This design comes from an exercise in tuning for small area, a short achievable clock period and few clock cycles per item on the open sky130 flow, not from production work. The RTL was checked by simulation tests, not by an equivalence proof against the original design.

==> juniper: inputs <==
Design exu_top, start of the top module:
module exu_top
(
	input  logic                    clk,
	input  logic                    arst_n_i,
	input  logic                    req_valid_i,
	input  logic [5-1:0]    req_op_i,
	input  logic [32-1:0]    req_opa_i,
	input  logic [32-1:0]    req_opb_i,
	input  logic [5-1:0]  req_rd_i,
	output logic                    wb_valid_o,
	output logic [5-1:0]  wb_rd_o,
	output logic                    wb_we_o,
	output logic [32-1:0]    wb_data_o,
	output logic                    busy_o
);
export LEC_CHECK = 0
export ABC_AREA = 1
export CAP_MARGIN = 20
export CORE_MARGIN = 2
export CORE_UTILIZATION = 40
export SLEW_MARGIN = 20
create_clock -name core_clock -period 24.0 [get_ports {clk}]
standard.sh (not shown) runs the stock make flow with config.mk's settings and CLKGATE_MAP_FILE= SYNTH_SCRIPT=/design/flow/synth_recipe.tcl, a recipe that flattens the netlist after the stock synthesis.
==> flow/flow/run.sh <==
#!/bin/bash
# Layout flow: the standard layout (standard.sh, which runs the standard
# synthesis unchanged), except that the input and output port buffers are a
# plain sky130_fd_sc_hd__buf_4 rather than the delay buffer buffer_ports picks
# by itself. Every port still gets its own buffer.
set -euo pipefail
cd "$(dirname "$0")/.."
bash standard.sh BUFFER_PORTS_ARGS="-buffer_cell sky130_fd_sc_hd__buf_4" finish > standard.log 2>&1
==> xenon (differences from juniper) <==
==> flow/run.sh (new file) <==
#!/bin/bash
# synth_recipe.tcl (not shown) runs the flow's synth.tcl, then flattens the netlist and writes it again
# the make line also repeats each setting of config.mk as NAME=value (left out here)
make -C /OpenROAD-flow-scripts/flow DESIGN_CONFIG=/design/flow/config.mk WORK_HOME=/design/flow/orfs CLKGATE_MAP_FILE= SYNTH_SCRIPT=/design/flow/synth_recipe.tcl finish
removed: flow/flow/run.sh
removed: flow/standard.sh
==> qor summary <==
quantity	xenon	juniper
Result of the run	timing/DRC/antenna clean	timing/DRC/antenna clean
Data arrival time of the critical path	7.61 ns	7.60 ns
Nets	7898	7891
Routed met3 length	22780 um	23470 um
Layout cells sized above 1	5.248%	6.667%
Vias per cell	5.811	5.839
Non-clock buffers, area share	4.133%	3.575%
Area taken by flip-flops and latches	12230 um^2	12230 um^2
Final clock skew	0.06115 ns	0.06294 ns
Antenna violations before repair	12	15
Achievable clock frequency	141.6 MHz	143.9 MHz
Routed wl met2	93920 um	91520 um
Testbench counts of juniper, summed over its fixed seeds: cycles 27,892, ops 24,016.
Testbench counts of xenon, summed over its fixed seeds: cycles 27,892, ops 24,016.

==> run X: inputs <==
Another version of the RTL of exu_top (not shown whole).
Settings: LEC_CHECK=0, ABC_AREA=1, CAP_MARGIN=20, CORE_MARGIN=2, CORE_UTILIZATION=40, SLEW_MARGIN=20; clock period 24.0 ns.
==> flow/flow/run.sh <==
#!/bin/bash
# Layout flow: the standard layout (standard.sh, which runs the standard
# synthesis unchanged) at the design's clock and constraints, with two
# changes to how the layout is optimised:
#  - the input and output port buffers are a plain sky130_fd_sc_hd__buf_4
#    rather than the delay buffer buffer_ports picks by itself (every port
#    still gets its own buffer);
#  - repair_timing keeps working until the setup slack is 18 ns, that is
#    until paths fit in about 6 ns, instead of stopping at any positive slack.
set -euo pipefail
cd "$(dirname "$0")/.."
bash standard.sh \
	"BUFFER_PORTS_ARGS=-buffer_cell sky130_fd_sc_hd__buf_4" \
	SETUP_SLACK_MARGIN=18 \
	finish > standard.log 2>&1
==> run A (differences from run X) <==
--- a/flow/design.v
+++ b/flow/design.v
@@ -29,10 +29,55 @@
 	{
 		logic       we;
 		exu_hilo_t  hilo;
 	} exu_hilo_wr_t;
 endpackage
+module exu_add
+#(
+	parameter int W = 32
+)
+(
+	input  logic [W-1:0]  a_i,
+	input  logic [W-1:0]  b_i,
+	input  logic          c_i,
+	output logic [W-1:0]  s_o,
+	output logic          c_o
+);
+	localparam int L = $clog2(W);
+	logic [W-1:0] p;
+	logic [W-1:0] g;
+	logic [W:0]   c;
+	always_comb
+	begin
+		logic [W-1:0] gg;
+		logic [W-1:0] pp;
+		p  = a_i ^ b_i;
+		g  = a_i & b_i;
+		gg = g;
+		pp = p;
+		gg[0] = g[0] | (p[0] & c_i);
+		for (int l = 0; l < L; l++)
+			for (int i = 0; i < W; i++)
+				if ((i + 1) % (2 << l) == 0)
+				begin
+					gg[i] = gg[i] | (pp[i] & gg[i - (1 << l)]);
+					pp[i] = pp[i] & pp[i - (1 << l)];
+				end
+		for (int l = L - 2; l >= 0; l--)
+			for (int i = 0; i < W; i++)
+				if (((i + 1) % (2 << l) == (1 << l)) && (i >= (2 << l)))
+				begin
+					gg[i] = gg[i] | (pp[i] & gg[i - (1 << l)]);
+					pp[i] = pp[i] & pp[i - (1 << l)];
+				end
+		c[0] = c_i;
+		for (int i = 0; i < W; i++)
+			c[i + 1] = gg[i];
+	end
+	assign s_o = p ^ c[W-1:0];
+	assign c_o = c[W];
+endmodule
 import exu_pkg::*;
 module exu_hilo
 (
 	input  logic          clk,
 	input  logic          arst_n_i,
@@ -143,11 +188,18 @@
 	logic            sub;
 	logic [XLEN:0]   sum;
 	logic            lt;
 	logic            ltu;
 	assign sub = (op == OP_SUB) || (op == OP_SUBU) || (op == OP_SLT) || (op == OP_SLTU);
-	assign sum = {1'b0, a} + {1'b0, sub ? ~b : b} + {{XLEN{1'b0}}, sub};
+	exu_add #(.W(XLEN)) i_add_sum
+	(
+		.a_i  (a),
+		.b_i  (sub ? ~b : b),
+		.c_i  (sub),
+		.s_o  (sum[XLEN-1:0]),
+		.c_o  (sum[XLEN])
+	);
 	assign ltu = !sum[XLEN];
 	assign lt  = (a[XLEN-1] != b[XLEN-1]) ? a[XLEN-1] : sum[XLEN-1];
 	assign ovf_o = sub ? (a[XLEN-1] != b[XLEN-1]) && (sum[XLEN-1] != a[XLEN-1])
 			   : (a[XLEN-1] == b[XLEN-1]) && (sum[XLEN-1] != a[XLEN-1]);
 	logic [5:0] lead_cnt;
@@ -1148,10 +1200,12 @@
 	input  logic          signed_i,
 	input  logic [31:0]   opa_i,
 	input  logic [31:0]   opb_i,
 	output logic          hi_more_nx_o,
 	output logic          lo_more_nx_o,
+	output logic          hi_more_o,
+	output logic          lo_more_o,
 	output logic          wr_hi_o,
 	output logic          wr_lo_o,
 	output logic [31:0]   hi_o,
 	output logic [31:0]   lo_o
 );
@@ -1206,51 +1260,61 @@
 	logic              q_neg_q;
 	logic              r_neg_q;
 	logic              dz_q;
 	assign a_neg = signed_i && opa_i[31];
 	assign b_neg = signed_i && opb_i[31];
-	assign a_mag = a_neg ? -opa_i : opa_i;
-	assign b_mag = b_neg ? -opb_i : opb_i;
+	exu_add #(.W(32)) i_add_amag
+	(
+		.a_i  (opa_i ^ {32{a_neg}}),
+		.b_i  ('0),
+		.c_i  (a_neg),
+		.s_o  (a_mag),
+		.c_o  ()
+	);
+	exu_add #(.W(32)) i_add_bmag
+	(
+		.a_i  (opb_i ^ {32{b_neg}}),
+		.b_i  ('0),
+		.c_i  (b_neg),
+		.s_o  (b_mag),
+		.c_o  ()
+	);
 	assign clzb_raw = clz32(b_neg ? ~opb_i : opb_i);
 	assign clzb     = clzb_raw[5] ? 6'd31 : clzb_raw;
 	assign clza = a_neg ? (clz32(~opa_i) - 1'b1) : clz32(opa_i);
 	assign k     = {1'b0, clzb} - {1'b0, clza};
 	assign kk    = k[4:0] | 5'(M - 1);
 	assign short = k[6] || (opb_i == '0);
 	assign x_al  = XB'(b_mag) << (kk - 1'b1);
 	logic [31:0]   rem_it;
 	logic [31:0]   quo_it;
 	logic [XB-1:0] x_it;
+	logic [W-1:0]  r_w, x1_w, x2_w, d1, d2, d3, s3, c3;
+	logic          ge1, ge2, ge3;
+	assign r_w  = W'(rem_q);
+	assign x1_w = W'(x_q);
+	assign x2_w = W'(x_q) << 1;
+	assign s3   = r_w ^ ~x1_w ^ ~x2_w;
+	assign c3   = (((r_w & ~x1_w) | (r_w & ~x2_w) | (~x1_w & ~x2_w)) << 1) | W'(1);
+	exu_add #(.W(W)) i_add_d1 (.a_i(r_w), .b_i(~x1_w), .c_i(1'b1), .s_o(d1), .c_o());
+	exu_add #(.W(W)) i_add_d2 (.a_i(r_w), .b_i(~x2_w), .c_i(1'b1), .s_o(d2), .c_o());
+	exu_add #(.W(W)) i_add_d3 (.a_i(s3),  .b_i(c3),    .c_i(1'b1), .s_o(d3), .c_o());
+	assign ge1 = !d1[W-1];
+	assign ge2 = !d2[W-1];
+	assign ge3 = !d3[W-1];
 	always_comb
 	begin
-		rem_it = rem_q;
-		quo_it = quo_q;
-		x_it   = x_q;
-		for (int j = 0; j < G; j++)
-		begin
-			logic [W-1:0] r, x1, x2, d1, d2, d3, s3, c3;
-			logic         ge1, ge2, ge3;
-			r  = W'(rem_it);
-			x1 = W'(x_it);
-			x2 = W'(x_it) << 1;
-			d1 = r - x1;
-			d2 = r - x2;
-			s3 = r ^ ~x1 ^ ~x2;
-			c3 = (((r & ~x1) | (r & ~x2) | (~x1 & ~x2)) << 1) | W'(1);
-			d3 = s3 + c3 + W'(1);
-			ge1 = !d1[W-1];
-			ge2 = !d2[W-1];
-			ge3 = !d3[W-1];
-			quo_it = {quo_it[29:0], ge2, ge3 | (ge1 & !ge2)};
-			if (ge3)
-				rem_it = d3[31:0];
-			else if (ge2)
-				rem_it = d2[31:0];
-			else if (ge1)
-				rem_it = d1[31:0];
-			x_it = x_it >> 2;
-		end
+		quo_it = {quo_q[29:0], ge2, ge3 | (ge1 & !ge2)};
+		if (ge3)
+			rem_it = d3[31:0];
+		else if (ge2)
+			rem_it = d2[31:0];
+		else if (ge1)
+			rem_it = d1[31:0];
+		else
+			rem_it = rem_q;
+		x_it = x_q >> 2;
 	end
 	always_comb
 	begin
 		st_d  = st_q;
 		cnt_d = cnt_q;
@@ -1294,30 +1358,51 @@
 	always_ff @(posedge clk)
 	begin
 		cnt_q <= cnt_d;
 		if (start_i)
 		begin
-			rem_q   <= a_mag;
-			x_q     <= x_al;
-			quo_q   <= '0;
-			q_neg_q <= signed_i && (opa_i[31] ^ opb_i[31]);
-			r_neg_q <= a_neg;
-			dz_q    <= (opb_i == '0);
+			rem_q <= a_mag;
+			x_q   <= x_al;
+			quo_q <= '0;
 		end
-		else if (st_q == S_ITER)
+		else
 		begin
 			rem_q <= rem_it;
 			quo_q <= quo_it;
 			x_q   <= x_it;
 		end
+		if (start_i)
+		begin
+			q_neg_q <= signed_i && (opa_i[31] ^ opb_i[31]);
+			r_neg_q <= a_neg;
+			dz_q    <= (opb_i == '0);
+		end
 	end
 	assign hi_more_nx_o = (st_d == S_ITER) && (cnt_d != '0) && hi_en_d;
 	assign lo_more_nx_o = (st_d == S_ITER) && (cnt_d != '0) && lo_en_d;
+	assign hi_more_o    = (st_q == S_ITER) && (cnt_q != '0) && hi_en_q;
+	assign lo_more_o    = (st_q == S_ITER) && (cnt_q != '0) && lo_en_q;
 	assign wr_hi_o = (st_q == S_FIN) && hi_en_q;
 	assign wr_lo_o = (st_q == S_FIN) && lo_en_q;
-	assign hi_o    = r_neg_q ? -rem_q : rem_q;
-	assign lo_o    = dz_q ? '1 : (q_neg_q ? -quo_q : quo_q);
+	logic [31:0] quo_fix;
+	exu_add #(.W(32)) i_add_hi
+	(
+		.a_i  (rem_q ^ {32{r_neg_q}}),
+		.b_i  ('0),
+		.c_i  (r_neg_q),
+		.s_o  (hi_o),
+		.c_o  ()
+	);
+	exu_add #(.W(32)) i_add_lo
+	(
+		.a_i  (quo_q ^ {32{q_neg_q}}),
+		.b_i  ('0),
+		.c_i  (q_neg_q),
+		.s_o  (quo_fix),
+		.c_o  ()
+	);
+	assign lo_o = dz_q ? '1 : quo_fix;
 endmodule
 import exu_pkg::*;
 module exu_top
 (
 	input  logic                    clk,
@@ -1354,11 +1439,10 @@
 	logic [XLEN-1:0]        b1_q;
 	logic [5-1:0] rd1_q;
 	logic                   dv1_q;
 	logic                   sd1_q;
 	logic                   ms1_q;
-	logic [26:0]            bd1_q;
 	logic                   ml1_q;
 	logic                   div_hi_nx;
 	logic                   div_lo_nx;
 	logic                   v1_nx;
 	logic                   rh1_nx;
@@ -1366,16 +1450,24 @@
 	logic                   rh1_q;
 	logic                   rl1_q;
 	logic                   ml1_nx;
 	logic                   mf1_nx;
 	logic                   mf1_q;
+	logic                   stall;
+	logic                   div_hi_run;
+	logic                   div_lo_run;
+	logic                   p2_q;
+	logic                   v2_q;
+	logic                   mult2_q;
 	assign busy_o = busy_q;
-	assign v1_nx  = busy_q ? v1_q  : req_valid_i;
-	assign rh1_nx = busy_q ? rh1_q : (req_op_i == OP_MFHI);
-	assign rl1_nx = busy_q ? rl1_q : (req_op_i == OP_MFLO);
-	assign ml1_nx = busy_q ? ml1_q : uses_mul(req_op_i);
-	assign mf1_nx = busy_q ? mf1_q : ((req_op_i == OP_MFHI) || (req_op_i == OP_MFLO));
+	assign stall  = v1_q && ((rh1_q && div_hi_run) || (rl1_q && div_lo_run) ||
+				 (ml1_q && p2_q) || (mf1_q && v2_q && mult2_q));
+	assign v1_nx  = stall ? v1_q  : req_valid_i;
+	assign rh1_nx = stall ? rh1_q : (req_op_i == OP_MFHI);
+	assign rl1_nx = stall ? rl1_q : (req_op_i == OP_MFLO);
+	assign ml1_nx = stall ? ml1_q : uses_mul(req_op_i);
+	assign mf1_nx = stall ? mf1_q : ((req_op_i == OP_MFHI) || (req_op_i == OP_MFLO));
 	always_ff @(posedge clk or negedge arst_n_i)
 	begin
 		if (!arst_n_i)
 		begin
 			v1_q   <= 1'b0;
@@ -1390,56 +1482,69 @@
 				  (v1_nx && mf1_nx && go1 && (op1_q == OP_MULT || op1_q == OP_MULTU));
 		end
 	end
 	always_ff @(posedge clk)
 	begin
-		if (!busy_q)
+		if (!stall)
 		begin
 			rh1_q <= (req_op_i == OP_MFHI);
 			rl1_q <= (req_op_i == OP_MFLO);
 			dv1_q <= (req_op_i == OP_DIV) || (req_op_i == OP_DIVU);
 			sd1_q <= (req_op_i == OP_DIV);
 			ms1_q <= (req_op_i == OP_MUL) || (req_op_i == OP_MULT);
-			bd1_q <= booth9({req_opb_i[17:0], 1'b0});
 			ml1_q <= uses_mul(req_op_i);
 			mf1_q <= (req_op_i == OP_MFHI) || (req_op_i == OP_MFLO);
 			op1_q <= exu_pkg::exu_op_e'(req_op_i);
 			a1_q  <= req_opa_i;
 			b1_q  <= req_opb_i;
 			rd1_q <= req_rd_i;
 		end
 	end
-	logic                   v2_q;
 	logic [63:0]            ms2_q;
 	logic [63:0]            mc2_q;
 	logic            go1;
 	logic [XLEN-1:0] alu_res;
 	logic            alu_ovf;
 	logic [63:0]     mul_s;
 	logic [63:0]     mul_c;
-	assign go1 = v1_q && !busy_q;
-	logic        p2_q;
+	assign go1 = v1_q && !stall;
 	logic [32:0] ax1;
-	logic [32:0] ax2_q;
-	logic [26:0] bd2_q;
 	logic        sgn1;
+	logic        p2_nx;
+	logic [32:0] max_q;
+	logic [26:0] mbd_q;
 	assign sgn1 = ms1_q;
 	assign ax1  = {sgn1 && a1_q[XLEN-1], a1_q};
+	assign p2_nx = go1 && ml1_q;
+	always_ff @(posedge clk)
+	begin
+		if (p2_nx || stall)
+			max_q <= ax1;
+		else
+			max_q <= {((req_op_i == OP_MUL) || (req_op_i == OP_MULT)) && req_opa_i[XLEN-1],
+				  req_opa_i};
+		if (p2_nx)
+			mbd_q <= booth9({{4{sgn1 && b1_q[XLEN-1]}}, b1_q[31:17]});
+		else if (stall)
+			mbd_q <= booth9({b1_q[17:0], 1'b0});
+		else
+			mbd_q <= booth9({req_opb_i[17:0], 1'b0});
+	end
 	exu_alu i_exu_alu
 	(
 		.op_i   (op1_q),
 		.opa_i  (a1_q),
 		.opb_i  (b1_q),
 		.res_o  (alu_res),
 		.ovf_o  (alu_ovf)
 	);
 	exu_mul i_exu_mul
 	(
-		.ax_i    (p2_q ? ax2_q : ax1),
-		.one_i   (p2_q ? bd2_q[8:0] : bd1_q[8:0]),
-		.two_i   (p2_q ? bd2_q[17:9] : bd1_q[17:9]),
-		.neg_i   (p2_q ? bd2_q[26:18] : bd1_q[26:18]),
+		.ax_i    (max_q),
+		.one_i   (mbd_q[8:0]),
+		.two_i   (mbd_q[17:9]),
+		.neg_i   (mbd_q[26:18]),
 		.cs_s_i  (p2_q ? ms2_q[63:18] : '0),
 		.cs_c_i  (p2_q ? mc2_q[63:18] : '0),
 		.s_o     (mul_s),
 		.c_o     (mul_c)
 	);
@@ -1456,10 +1561,12 @@
 		.drop_lo_i  (go1 && ((op1_q == OP_MTLO) || (op1_q == OP_MULT) || (op1_q == OP_MULTU))),
 		.signed_i   (sd1_q),
 		.opa_i      (a1_q),
 		.opb_i      (b1_q),
 		.hi_more_nx_o  (div_hi_nx),
+		.hi_more_o     (div_hi_run),
+		.lo_more_o     (div_lo_run),
 		.lo_more_nx_o  (div_lo_nx),
 		.wr_hi_o    (div_wr_hi),
 		.wr_lo_o    (div_wr_lo),
 		.hi_o       (div_hi),
 		.lo_o       (div_lo)
@@ -1469,11 +1576,10 @@
 	logic                   we2_q;
 	logic [XLEN-1:0]        res2_q;
 	logic                   mul2_q;
 	logic                   mfhi2_q;
 	logic                   mflo2_q;
-	logic                   mult2_q;
 	logic                   mthi2_q;
 	logic                   mtlo2_q;
 	always_ff @(posedge clk or negedge arst_n_i)
 	begin
 		if (!arst_n_i)
@@ -1482,11 +1588,11 @@
 			p2_q <= 1'b0;
 		end
 		else
 		begin
 			v2_q <= go1;
-			p2_q <= go1 && ml1_q;
+			p2_q <= p2_nx;
 		end
 	end
 	always_ff @(posedge clk)
 	begin
 		gpr2_q  <= !((op1_q == OP_NOP) || (op1_q == OP_MTHI) || (op1_q == OP_MTLO) ||
@@ -1494,12 +1600,10 @@
 			     (op1_q == OP_DIV) || (op1_q == OP_DIVU));
 		rd2_q   <= rd1_q;
 		we2_q   <= !(alu_ovf && ((op1_q == OP_ADD) || (op1_q == OP_SUB)));
 		res2_q  <= alu_res;
 		mul2_q  <= (op1_q == OP_MUL);
-		ax2_q   <= ax1;
-		bd2_q   <= booth9({{4{sgn1 && b1_q[XLEN-1]}}, b1_q[31:17]});
 		mfhi2_q <= (op1_q == OP_MFHI);
 		mflo2_q <= (op1_q == OP_MFLO);
 		mult2_q <= (op1_q == OP_MULT) || (op1_q == OP_MULTU);
 		mthi2_q <= (op1_q == OP_MTHI);
 		mtlo2_q <= (op1_q == OP_MTLO);
@@ -1521,10 +1625,19 @@
 		if (!arst_n_i)
 			mlt3_q <= 1'b0;
 		else
 			mlt3_q <= v2_q && mult2_q;
 	end
+	logic [XLEN-1:0]    mul_hi;
+	exu_add #(.W(XLEN)) i_add_mul_hi
+	(
+		.a_i  (hs3_q),
+		.b_i  (hc3_q),
+		.c_i  (cy3_q),
+		.s_o  (mul_hi),
+		.c_o  ()
+	);
 	always_ff @(posedge clk)
 	begin
 		hs3_q <= mul_s[45:14];
 		hc3_q <= mul_c[45:14];
 		cy3_q <= prod_lo[XLEN];
@@ -1550,11 +1663,11 @@
 		.div_wr_hi_i (div_wr_hi),
 		.div_wr_lo_i (div_wr_lo),
 		.div_hi_i  (div_hi),
 		.div_lo_i  (div_lo),
 		.mul_wr_i  (mlt3_q),
-		.mul_hi_i  (hs3_q + hc3_q + {{(XLEN-1){1'b0}}, cy3_q}),
+		.mul_hi_i  (mul_hi),
 		.mul_lo_i  (lo3_q),
 		.hi_we_i   (v2_q && mthi2_q),
 		.lo_we_i   (v2_q && mtlo2_q),
 		.hi_i      (res2_q),
 		.lo_i      (res2_q),
--- a/flow/config.mk
+++ b/flow/config.mk
@@ -6,7 +6,7 @@
 export NUM_CORES = 4
 export LEC_CHECK = 0
 export ABC_AREA = 1
 export CAP_MARGIN = 20
 export CORE_MARGIN = 2
-export CORE_UTILIZATION = 40
+export CORE_UTILIZATION = 65
 export SLEW_MARGIN = 20
==> run P (differences from run X) <==
--- a/flow/design.v
+++ b/flow/design.v
@@ -1148,10 +1148,12 @@
 	input  logic          signed_i,
 	input  logic [31:0]   opa_i,
 	input  logic [31:0]   opb_i,
 	output logic          hi_more_nx_o,
 	output logic          lo_more_nx_o,
+	output logic          hi_more_o,
+	output logic          lo_more_o,
 	output logic          wr_hi_o,
 	output logic          wr_lo_o,
 	output logic [31:0]   hi_o,
 	output logic [31:0]   lo_o
 );
@@ -1310,10 +1312,12 @@
 			x_q   <= x_it;
 		end
 	end
 	assign hi_more_nx_o = (st_d == S_ITER) && (cnt_d != '0) && hi_en_d;
 	assign lo_more_nx_o = (st_d == S_ITER) && (cnt_d != '0) && lo_en_d;
+	assign hi_more_o    = (st_q == S_ITER) && (cnt_q != '0) && hi_en_q;
+	assign lo_more_o    = (st_q == S_ITER) && (cnt_q != '0) && lo_en_q;
 	assign wr_hi_o = (st_q == S_FIN) && hi_en_q;
 	assign wr_lo_o = (st_q == S_FIN) && lo_en_q;
 	assign hi_o    = r_neg_q ? -rem_q : rem_q;
 	assign lo_o    = dz_q ? '1 : (q_neg_q ? -quo_q : quo_q);
 endmodule
@@ -1354,11 +1358,10 @@
 	logic [XLEN-1:0]        b1_q;
 	logic [5-1:0] rd1_q;
 	logic                   dv1_q;
 	logic                   sd1_q;
 	logic                   ms1_q;
-	logic [26:0]            bd1_q;
 	logic                   ml1_q;
 	logic                   div_hi_nx;
 	logic                   div_lo_nx;
 	logic                   v1_nx;
 	logic                   rh1_nx;
@@ -1366,16 +1369,24 @@
 	logic                   rh1_q;
 	logic                   rl1_q;
 	logic                   ml1_nx;
 	logic                   mf1_nx;
 	logic                   mf1_q;
+	logic                   stall;
+	logic                   div_hi_run;
+	logic                   div_lo_run;
+	logic                   p2_q;
+	logic                   v2_q;
+	logic                   mult2_q;
 	assign busy_o = busy_q;
-	assign v1_nx  = busy_q ? v1_q  : req_valid_i;
-	assign rh1_nx = busy_q ? rh1_q : (req_op_i == OP_MFHI);
-	assign rl1_nx = busy_q ? rl1_q : (req_op_i == OP_MFLO);
-	assign ml1_nx = busy_q ? ml1_q : uses_mul(req_op_i);
-	assign mf1_nx = busy_q ? mf1_q : ((req_op_i == OP_MFHI) || (req_op_i == OP_MFLO));
+	assign stall  = v1_q && ((rh1_q && div_hi_run) || (rl1_q && div_lo_run) ||
+				 (ml1_q && p2_q) || (mf1_q && v2_q && mult2_q));
+	assign v1_nx  = stall ? v1_q  : req_valid_i;
+	assign rh1_nx = stall ? rh1_q : (req_op_i == OP_MFHI);
+	assign rl1_nx = stall ? rl1_q : (req_op_i == OP_MFLO);
+	assign ml1_nx = stall ? ml1_q : uses_mul(req_op_i);
+	assign mf1_nx = stall ? mf1_q : ((req_op_i == OP_MFHI) || (req_op_i == OP_MFLO));
 	always_ff @(posedge clk or negedge arst_n_i)
 	begin
 		if (!arst_n_i)
 		begin
 			v1_q   <= 1'b0;
@@ -1390,56 +1401,69 @@
 				  (v1_nx && mf1_nx && go1 && (op1_q == OP_MULT || op1_q == OP_MULTU));
 		end
 	end
 	always_ff @(posedge clk)
 	begin
-		if (!busy_q)
+		if (!stall)
 		begin
 			rh1_q <= (req_op_i == OP_MFHI);
 			rl1_q <= (req_op_i == OP_MFLO);
 			dv1_q <= (req_op_i == OP_DIV) || (req_op_i == OP_DIVU);
 			sd1_q <= (req_op_i == OP_DIV);
 			ms1_q <= (req_op_i == OP_MUL) || (req_op_i == OP_MULT);
-			bd1_q <= booth9({req_opb_i[17:0], 1'b0});
 			ml1_q <= uses_mul(req_op_i);
 			mf1_q <= (req_op_i == OP_MFHI) || (req_op_i == OP_MFLO);
 			op1_q <= exu_pkg::exu_op_e'(req_op_i);
 			a1_q  <= req_opa_i;
 			b1_q  <= req_opb_i;
 			rd1_q <= req_rd_i;
 		end
 	end
-	logic                   v2_q;
 	logic [63:0]            ms2_q;
 	logic [63:0]            mc2_q;
 	logic            go1;
 	logic [XLEN-1:0] alu_res;
 	logic            alu_ovf;
 	logic [63:0]     mul_s;
 	logic [63:0]     mul_c;
-	assign go1 = v1_q && !busy_q;
-	logic        p2_q;
+	assign go1 = v1_q && !stall;
 	logic [32:0] ax1;
-	logic [32:0] ax2_q;
-	logic [26:0] bd2_q;
 	logic        sgn1;
+	logic        p2_nx;
+	logic [32:0] max_q;
+	logic [26:0] mbd_q;
 	assign sgn1 = ms1_q;
 	assign ax1  = {sgn1 && a1_q[XLEN-1], a1_q};
+	assign p2_nx = go1 && ml1_q;
+	always_ff @(posedge clk)
+	begin
+		if (p2_nx || stall)
+			max_q <= ax1;
+		else
+			max_q <= {((req_op_i == OP_MUL) || (req_op_i == OP_MULT)) && req_opa_i[XLEN-1],
+				  req_opa_i};
+		if (p2_nx)
+			mbd_q <= booth9({{4{sgn1 && b1_q[XLEN-1]}}, b1_q[31:17]});
+		else if (stall)
+			mbd_q <= booth9({b1_q[17:0], 1'b0});
+		else
+			mbd_q <= booth9({req_opb_i[17:0], 1'b0});
+	end
 	exu_alu i_exu_alu
 	(
 		.op_i   (op1_q),
 		.opa_i  (a1_q),
 		.opb_i  (b1_q),
 		.res_o  (alu_res),
 		.ovf_o  (alu_ovf)
 	);
 	exu_mul i_exu_mul
 	(
-		.ax_i    (p2_q ? ax2_q : ax1),
-		.one_i   (p2_q ? bd2_q[8:0] : bd1_q[8:0]),
-		.two_i   (p2_q ? bd2_q[17:9] : bd1_q[17:9]),
-		.neg_i   (p2_q ? bd2_q[26:18] : bd1_q[26:18]),
+		.ax_i    (max_q),
+		.one_i   (mbd_q[8:0]),
+		.two_i   (mbd_q[17:9]),
+		.neg_i   (mbd_q[26:18]),
 		.cs_s_i  (p2_q ? ms2_q[63:18] : '0),
 		.cs_c_i  (p2_q ? mc2_q[63:18] : '0),
 		.s_o     (mul_s),
 		.c_o     (mul_c)
 	);
@@ -1456,10 +1480,12 @@
 		.drop_lo_i  (go1 && ((op1_q == OP_MTLO) || (op1_q == OP_MULT) || (op1_q == OP_MULTU))),
 		.signed_i   (sd1_q),
 		.opa_i      (a1_q),
 		.opb_i      (b1_q),
 		.hi_more_nx_o  (div_hi_nx),
+		.hi_more_o     (div_hi_run),
+		.lo_more_o     (div_lo_run),
 		.lo_more_nx_o  (div_lo_nx),
 		.wr_hi_o    (div_wr_hi),
 		.wr_lo_o    (div_wr_lo),
 		.hi_o       (div_hi),
 		.lo_o       (div_lo)
@@ -1469,11 +1495,10 @@
 	logic                   we2_q;
 	logic [XLEN-1:0]        res2_q;
 	logic                   mul2_q;
 	logic                   mfhi2_q;
 	logic                   mflo2_q;
-	logic                   mult2_q;
 	logic                   mthi2_q;
 	logic                   mtlo2_q;
 	always_ff @(posedge clk or negedge arst_n_i)
 	begin
 		if (!arst_n_i)
@@ -1482,11 +1507,11 @@
 			p2_q <= 1'b0;
 		end
 		else
 		begin
 			v2_q <= go1;
-			p2_q <= go1 && ml1_q;
+			p2_q <= p2_nx;
 		end
 	end
 	always_ff @(posedge clk)
 	begin
 		gpr2_q  <= !((op1_q == OP_NOP) || (op1_q == OP_MTHI) || (op1_q == OP_MTLO) ||
@@ -1494,12 +1519,10 @@
 			     (op1_q == OP_DIV) || (op1_q == OP_DIVU));
 		rd2_q   <= rd1_q;
 		we2_q   <= !(alu_ovf && ((op1_q == OP_ADD) || (op1_q == OP_SUB)));
 		res2_q  <= alu_res;
 		mul2_q  <= (op1_q == OP_MUL);
-		ax2_q   <= ax1;
-		bd2_q   <= booth9({{4{sgn1 && b1_q[XLEN-1]}}, b1_q[31:17]});
 		mfhi2_q <= (op1_q == OP_MFHI);
 		mflo2_q <= (op1_q == OP_MFLO);
 		mult2_q <= (op1_q == OP_MULT) || (op1_q == OP_MULTU);
 		mthi2_q <= (op1_q == OP_MTHI);
 		mtlo2_q <= (op1_q == OP_MTLO);
==> summary of the runs <==
In run P the non-clock buffer count is higher than in run A, by 84.
Die area: run P > run X > run A.
Final cell count: run P > run X > run A.
Synthesized area: run X is larger than run A (2.1%).
==> figures <==
| item | run A | run P | run X |
|---|---|---|---|
| Number of vias after detailed routing | 51.6k | 55.2k | 53.4k |
| Net count of the mapped netlist | 7739 | 8256 | 8063 |
| Die Outline Area | 0.0845 mm2 | 0.140 mm2 | 0.139 mm2 |
| Design Area, Final | 0.0576 mm2 | 0.0604 mm2 | 0.0602 mm2 |
| Result of the run | timing/DRC/antenna clean | timing/DRC/antenna clean | timing/DRC/antenna clean |
| Global placement routability congestion | 1.04 | 1.01 | 1.04 |
| Well Taps | 1070 | 1781 | 1781 |
| Met2 capacity usage during global routing | 0.698 | 0.507 | 0.490 |
| Final Net Count | 7682 | 8255 | 8045 |
Testbench counts of run X, summed over its fixed seeds: cycles 25,600, ops 24,016.
Testbench counts of run A, summed over its fixed seeds: cycles 25,600, ops 24,016.
Testbench counts of run P, summed over its fixed seeds: cycles 25,600, ops 24,016.

afterwards: timing with drivers on the ports:
The results above use ideal ports. As a check the final layouts listed here were re-extracted and re-timed, cells and wires unchanged.
Step 1 (the two cells are an assumption about what drives the block):
set clk [get_ports {clk}]
set_driving_cell -lib_cell sky130_fd_sc_hd__clkbuf_16 $clk
set_driving_cell -lib_cell sky130_fd_sc_hd__buf_2 [delete_from_list [all_inputs] $clk]
Step 2, shift: input delay + t, output delay - t, t = (earliest + latest rising clock arrival at the registers) / 2. This alone moves slack from input paths to output paths.
Slacks: ideal ports / drivers / drivers and shift; pairs: ideal ports / drivers.
| run | shift t [ns] | slack for setup (ns) | worst setup path at the end | cell pins on the clock port's net |
|---|---|---|---|---|
| juniper | 0.762 | 17.052 / 17.052 / 17.052 | register to register | 1 |
| xenon | 0.760 | 16.939 / 16.939 / 16.939 | register to register | 1 |
| run X | 0.759 | 17.963 / 17.885 / 17.765 | input to register | 1 |
| run A | 0.730 | 17.956 / 17.883 / 17.608 | input to register | 1 |
| run P | 0.776 | 18.011 / 17.927 / 17.431 | input to register | 1 |
After both steps setup and hold are still met in every run listed. For run P, which loses most, drivers alone change the setup slack by -0.084 ns; drivers and shift together by -0.580 ns.
